From an optimization exercise on the open Yosys and OpenROAD flow, aimed at small area, a short achievable clock period and few clock cycles per item; shortcuts taken in it are not production practice.
Function was checked by simulation only, so behaviour that the tests miss may differ from the original.
Power figures rest on the tool's default switching activity, not on a simulated workload.

==> inputs of run Z <==
// vertex_fetch_index_cache
module vertex_fetch_index_cache (
  input  logic         clk_i,
  input  logic         rst_ni,
  input  logic         psel,
  input  logic         penable,
  input  logic         pwrite,
  input  logic [3:0]   paddr,
  input  logic [31:0]  pwdata,
  output logic [31:0]  prdata,
  output logic         pready,
  input  logic         s_axis_tvalid,
  output logic         s_axis_tready,
  input  logic [159:0] s_axis_tdata,
  input  logic         s_axis_tuser,
  input  logic         s_axis_tlast,
  output logic         m_axis_tvalid,
  input  logic         m_axis_tready,
  output logic [87:0]  m_axis_tdata,
  output logic         m_axis_tuser,
  output logic         m_axis_tlast
);
Settings: LEC_CHECK=0, CAP_MARGIN=20, CORE_MARGIN=2, CORE_UTILIZATION=40, SLEW_MARGIN=20; clock period 9.5 ns.
standard.sh (not shown) runs the stock make flow with config.mk's settings and CLKGATE_MAP_FILE= SYNTH_SCRIPT=/design/flow/synth_recipe.tcl, a recipe that flattens the netlist after the stock synthesis.
==> flow/flow/run.sh <==
#!/bin/bash
# The standard layout (the standard.sh, standard synthesis unchanged), with
# two layout knobs: repair_timing aims for a larger setup margin, and the port
# buffers are plain buffers instead of the delay cells buffer_ports picks.
# Constraints (clock period, I/O delays, loads) are the standard flow's, untouched.
set -euo pipefail
bash standard.sh \
  SETUP_SLACK_MARGIN=${MARGIN:-6} \
  "BUFFER_PORTS_ARGS=-buffer_cell sky130_fd_sc_hd__buf_2" \
  finish > make_finish.log 2>&1
==> run D (differences from run Z) <==
--- a/flow/design.v
+++ b/flow/design.v
@@ -120,15 +120,15 @@
     for (int j = 0; j < NA; j++) begin
       emask[j] = mask_q[j] && (5'(j) < in_count_q);
     end
   end
   logic          adv;         
   logic          o_v;
   logic          a_v, a_cmd, a_last;
-  logic [120:0]  a_pl;        
+  logic [89:0]   a_pl;        
   logic [31:0]   ctr_q;
   logic [1:0]    q_cnt, q_cnt_d;
   logic          b_vtx, b_load, b_take;
   logic          a_v_d, a_cmd_d;
   logic          p1_v, p1_f, p1_v_d, p1_f_d;
   logic          rdy_q, s_pop;
   logic          in_acc;
@@ -150,33 +150,39 @@
       rdy_q <= !a_v_d ||
                (a_cmd_d ? (q_cnt_d == 2'd0 && !(p1_v_d && p1_f_d)) : (q_cnt_d != 2'd2));
       if (in_acc && s_axis_tuser == vfic_pkg::CmdVertex) begin
         ctr_q <= s_axis_tlast ? 32'd0 : ctr_q + 32'd1;
       end
     end
   end
+  logic [32:0] in_lo;
+  logic [15:0] in_str;
+  assign in_lo  = {1'b0, s_axis_tdata[67:36]} + {1'b0, s_axis_tdata[147:116]};
+  assign in_str = (s_axis_tdata[115:100] != 16'd0) ? s_axis_tdata[115:100] :
+                  {11'd0, s_axis_tdata[152:148]};
   always_ff @(posedge clk_i) begin
     if (rdy_q) begin
       a_cmd        <= s_axis_tuser;
       a_last       <= s_axis_tlast;
-      a_pl[120:32] <= s_axis_tdata[152:64];
-      a_pl[31:0]   <= (s_axis_tuser == vfic_pkg::CmdLoad) ? s_axis_tdata[63:32] :
+      a_pl[89:32]  <= {s_axis_tdata[35:32], s_axis_tdata[152:148], in_str,
+                       s_axis_tdata[99:68], in_lo[32]};
+      a_pl[31:0]   <= (s_axis_tuser == vfic_pkg::CmdLoad) ? in_lo[31:0] :
                       draw_mode_q ? ctr_q : s_axis_tdata[31:0];
     end
   end
   logic [31:0]   tag_q [NB];
-  logic [SW-1:0] fill_q, pos_q;
-  logic [NB-1:0] match;
+  logic [SW-1:0] fill_q, pos_q, fill_inc;
+  logic [NB-1:0] match, vld_q;
   logic          b_hit, b_bend;
   logic [SW-1:0] b_enc, b_slot;
   logic [31:0]   b_idx;
   assign b_idx = a_pl[31:0];
   always_comb begin
     for (int i = 0; i < NB; i++) begin
-      match[i] = (tag_q[i] == b_idx) && (SW'(i) < fill_q);
+      match[i] = (tag_q[i] == b_idx) && vld_q[i];
     end
   end
   always_comb begin
     b_enc = '0;
     for (int i = 0; i < NB; i++) begin
       b_enc = b_enc | (match[i] ? SW'(i) : SW'(0));
     end
@@ -185,43 +191,45 @@
   assign b_slot = b_hit ? b_enc : fill_q;
   assign b_bend = (pos_q >= SW'(NB - 1)) || a_last;
   always_ff @(posedge clk_i) begin
     for (int i = 0; i < NB; i++) begin
       if (fill_q == SW'(i)) tag_q[i] <= b_idx;
     end
   end
+  assign fill_inc = fill_q + SW'(1);
   always_ff @(posedge clk_i or negedge rst_ni) begin
     if (!rst_ni) begin
       fill_q <= '0;
       pos_q  <= '0;
+      vld_q  <= '0;
     end else if (b_vtx) begin
       if (b_bend) begin
         fill_q <= '0;
         pos_q  <= '0;
+        vld_q  <= '0;
       end else begin
         pos_q  <= pos_q + SW'(1);
-        fill_q <= fill_q + SW'(!b_hit);
+        if (!b_hit) begin
+          fill_q <= fill_inc;
+          vld_q  <= {vld_q[NB-2:0], 1'b1};
+        end
       end
     end
   end
   logic [63:0] d_bo   [NA];
   logic [15:0] d_str  [NA];
   logic [4:0]  d_size [NA];
   logic [3:0]  ld_attr;
-  logic [63:0] ld_base, ld_bo;
-  logic [15:0] ld_stride, ld_str;
-  logic [31:0] ld_offset;
+  logic [63:0] ld_bo;
+  logic [15:0] ld_str;
   logic [4:0]  ld_size;
-  assign ld_attr   = a_pl[3:0];
-  assign ld_base   = a_pl[67:4];
-  assign ld_stride = a_pl[83:68];
-  assign ld_offset = a_pl[115:84];
-  assign ld_size   = a_pl[120:116];
-  assign ld_bo     = ld_base + {32'd0, ld_offset};
-  assign ld_str    = (ld_stride != 16'd0) ? ld_stride : {11'd0, ld_size};
+  assign ld_attr   = a_pl[89:86];
+  assign ld_size   = a_pl[85:81];
+  assign ld_str    = a_pl[80:65];
+  assign ld_bo     = {a_pl[64:33] + {31'd0, a_pl[32]}, a_pl[31:0]};
   always_ff @(posedge clk_i) begin
     for (int j = 0; j < NA; j++) begin
       if (b_load && ld_attr == 4'(j)) begin
         d_bo[j]   <= ld_bo;
         d_str[j]  <= ld_str;
         d_size[j] <= ld_size;
       end
@@ -257,45 +265,53 @@
   always_ff @(posedge clk_i or negedge rst_ni) begin
     if (!rst_ni) begin
       q_cnt <= 2'd0;
     end else begin
       q_cnt <= q_cnt_d;
     end
   end
-  logic [NA-1:0] rem_q, s_rem, s_oh;
+  logic [NA-1:0] rem_q, oh_q, rem_nx;
   logic          s_any, s_issue;
   logic [3:0]    s_j;
   logic [15:0]   s_str;
   logic [8:0]    s_neg, s_one, s_two;
-  assign s_rem   = q_hit[0] ? '0 : rem_q;
-  assign s_any   = |s_rem;
-  assign s_oh    = s_rem & (~s_rem + NA'(1));
+  function automatic logic [NA-1:0] lowest(input logic [NA-1:0] v);
+    logic [NA-1:0] below;
+    below[0] = 1'b0;
+    for (int j = 1; j < NA; j++) below[j] = below[j-1] | v[j-1];
+    lowest = v & ~below;
+  endfunction
+  assign rem_nx  = rem_q & ~oh_q;
+  assign s_any   = !q_hit[0] && (rem_q != '0);
   assign s_issue = adv && (q_cnt != 2'd0);
   assign s_pop   = s_issue && !s_any;
   always_comb begin
     s_j   = '0;
     s_str = '0;
     for (int j = 0; j < NA; j++) begin
-      s_j   = s_j | (s_oh[j] ? 4'(j) : 4'd0);
-      s_str = s_str | (s_oh[j] ? d_str[j] : 16'd0);
+      s_j   = s_j | (oh_q[j] ? 4'(j) : 4'd0);
+      s_str = s_str | (oh_q[j] ? d_str[j] : 16'd0);
     end
   end
   vfic_booth_enc u_enc (
     .stride_i(s_str),
     .neg_o   (s_neg),
     .one_o   (s_one),
     .two_o   (s_two)
   );
   always_ff @(posedge clk_i or negedge rst_ni) begin
     if (!rst_ni) begin
       rem_q <= '0;
+      oh_q  <= '0;
     end else if (q_cnt == 2'd0 || s_pop) begin
       rem_q <= emask;
+      oh_q  <= lowest(emask);
     end else if (s_issue) begin
-      rem_q <= s_rem & ~s_oh;
+      rem_q <= rem_nx;
+      oh_q  <= lowest(rem_nx);
     end
   end
   logic          p1_hit, p1_bend;
   logic [3:0]    p1_j;
   logic [SW-1:0] p1_slot;
   logic [8:0]    p1_neg, p1_one, p1_two;
   logic [63:0]   p1_sum, p1_carry;
==> flow/run.sh (new file) <==
#!/bin/bash
# synth_recipe.tcl (not shown) runs the flow's synth.tcl, then flattens the netlist and writes it again
# the make line also repeats each setting of config.mk as NAME=value (left out here)
make -C /OpenROAD-flow-scripts/flow DESIGN_CONFIG=/design/flow/config.mk WORK_HOME=/design/flow/orfs CLKGATE_MAP_FILE= SYNTH_SCRIPT=/design/flow/synth_recipe.tcl finish
--- a/flow/config.mk
+++ b/flow/config.mk
@@ -4,8 +4,9 @@
 export VERILOG_FILES = /design/flow/design.v
 export SDC_FILE = /design/flow/constraint.sdc
 export NUM_CORES = 4
 export LEC_CHECK = 0
 export CAP_MARGIN = 20
 export CORE_MARGIN = 2
 export CORE_UTILIZATION = 40
+export SETUP_SLACK_MARGIN = 5
 export SLEW_MARGIN = 20
removed: flow/flow/run.sh
removed: flow/standard.sh
==> run K (differences from run Z) <==
==> flow/run.sh (new file) <==
#!/bin/bash
# synth_recipe.tcl (not shown) runs the flow's synth.tcl, then flattens the netlist and writes it again
# the make line also repeats each setting of config.mk as NAME=value (left out here)
make -C /OpenROAD-flow-scripts/flow DESIGN_CONFIG=/design/flow/config.mk WORK_HOME=/design/flow/orfs CLKGATE_MAP_FILE= SYNTH_SCRIPT=/design/flow/synth_recipe.tcl finish
--- a/flow/config.mk
+++ b/flow/config.mk
@@ -4,8 +4,9 @@
 export VERILOG_FILES = /design/flow/design.v
 export SDC_FILE = /design/flow/constraint.sdc
 export NUM_CORES = 4
 export LEC_CHECK = 0
 export CAP_MARGIN = 20
 export CORE_MARGIN = 2
 export CORE_UTILIZATION = 40
+export SETUP_SLACK_MARGIN = 5
 export SLEW_MARGIN = 20
removed: flow/flow/run.sh
removed: flow/standard.sh
==> results by group <==
Drt
  – Detail Route met3 WL: 55.3 mm
  – Routed wire length: 554 mm

Setup path
  – CP Max Fanout: 28
  – Cell with the largest stage delay on the worst path: nor4_1
  – Top Family by Delay on Critical Path: simple AND/OR/NAND/NOR gates

STA
  – Final Worst Setup Slack: 4890 ps
  – Period utilization: 48.6%

Global route
  – Met1 Track Usage GR: 32.7%
  – Number of antenna violations at the first check in global routing: 47

Pwr
  – Share of total power in combinational logic: 46.0%

Outcome
  – Outcome: finished clean

Cells and area
  – Number of non-filler instances in the completed layout: 18400
  – Multi-input logic area: 54200 sq um

Synthesis
  – Adder-cell area share of the yosys netlist: 3.99%
  – Compound-gate portion of the synthesized area: 6.03%

CTS
  – Post-CTS setup buffer count: 40

Worst hold path
  – Worst min-delay path endpoint: od_q[5]
Source of the figures above: run K

==> results by group <==
Synthesis
  – Compound-gate portion of the synthesized area: 6.03%

Outcome
  – Outcome: finished clean

Setup path
  – CP Max Fanout: 5
  – Cell with the largest stage delay on the worst path: edfxtp_1

STA
  – Final Worst Setup Slack: 5040 ps
  – Period utilization: 47.0%
  – Final Setup Violations: 0

Global route
  – Met1 Track Usage GR: 38.5%

Drt
  – Detail Route met3 WL: 90.1 mm
  – Iteration-0 DRC Markers: 18300
  – Routed wire length: 667 mm

CTS
  – Post-CTS setup buffer count: 587

Cells and area
  – Multi-input logic area: 58200 sq um
  – Number of non-filler instances in the completed layout: 19300
  – Final layout net count: 13600

Pwr
  – P_seq: 26.2 mW
  – Share of total power in combinational logic: 51.3%

Worst hold path
  – Worst min-delay path endpoint: p2_slot[4]
Source of the figures above: run Z

==> results by group <==
Setup path
  – CP Max Fanout: 67
  – Cell with the largest stage delay on the worst path: or3_1

Worst hold path
  – Worst min-delay path endpoint: p2_hit

Outcome
  – Outcome: finished clean

Global route
  – Met1 Track Usage GR: 28.8%
  – Number of antenna violations at the first check in global routing: 15

STA
  – Final Worst Setup Slack: 4990 ps
  – Period utilization: 47.5%

Pwr
  – Share of total power in combinational logic: 45.5%

Synthesis
  – Adder-cell area share of the yosys netlist: 3.98%
  – Compound-gate portion of the synthesized area: 6.33%

Drt
  – Detail Route met3 WL: 34.8 mm

Cells and area
  – Number of non-filler instances in the completed layout: 18300
Source of the figures above: run D

Testbench counts of run Z, summed over its fixed seeds: cycles 64,498, vertices 22,812.
Testbench counts of run D, summed over its fixed seeds: cycles 64,498, vertices 22,812.
Testbench counts of run K, summed over its fixed seeds: cycles 64,498, vertices 22,812.

-- afterwards: timing with drivers on the ports --
Ports are ideal in the flow. The routed layouts listed here were re-timed in OpenROAD.
Step 1, drivers: a clkbuf_16 drives clk_i and a buf_2 each remaining input, both assumed.
Step 2 adds t to the input delays and takes it off the output delays; t is the mean of the earliest and latest rising clock arrival at the registers after step 1. Input paths then give back, and output paths get back, about the clock's delay inside the block.
Three values: ideal, step 1, step 2; two values: the first two.
| run | t, ns | setup WS [ns] | slew at the worst register clock pin (ns) | worst data-port slew with drivers (ns) |
|---|---|---|---|---|
| run Z | 1.113 | 5.039 / 5.039 / 5.039 | 0.07 / 0.07 | 0.12 |
| run D | 1.088 | 4.987 / 4.987 / 4.085 | 0.07 / 0.07 | 0.09 |
| run K | 1.083 | 4.887 / 4.887 / 4.167 | 0.07 / 0.07 | 0.13 |
After both steps setup and hold are still met in every run listed. The setup slack of run D, which loses most, moves by 0.000 ns with the drivers and by -0.902 ns with both steps.
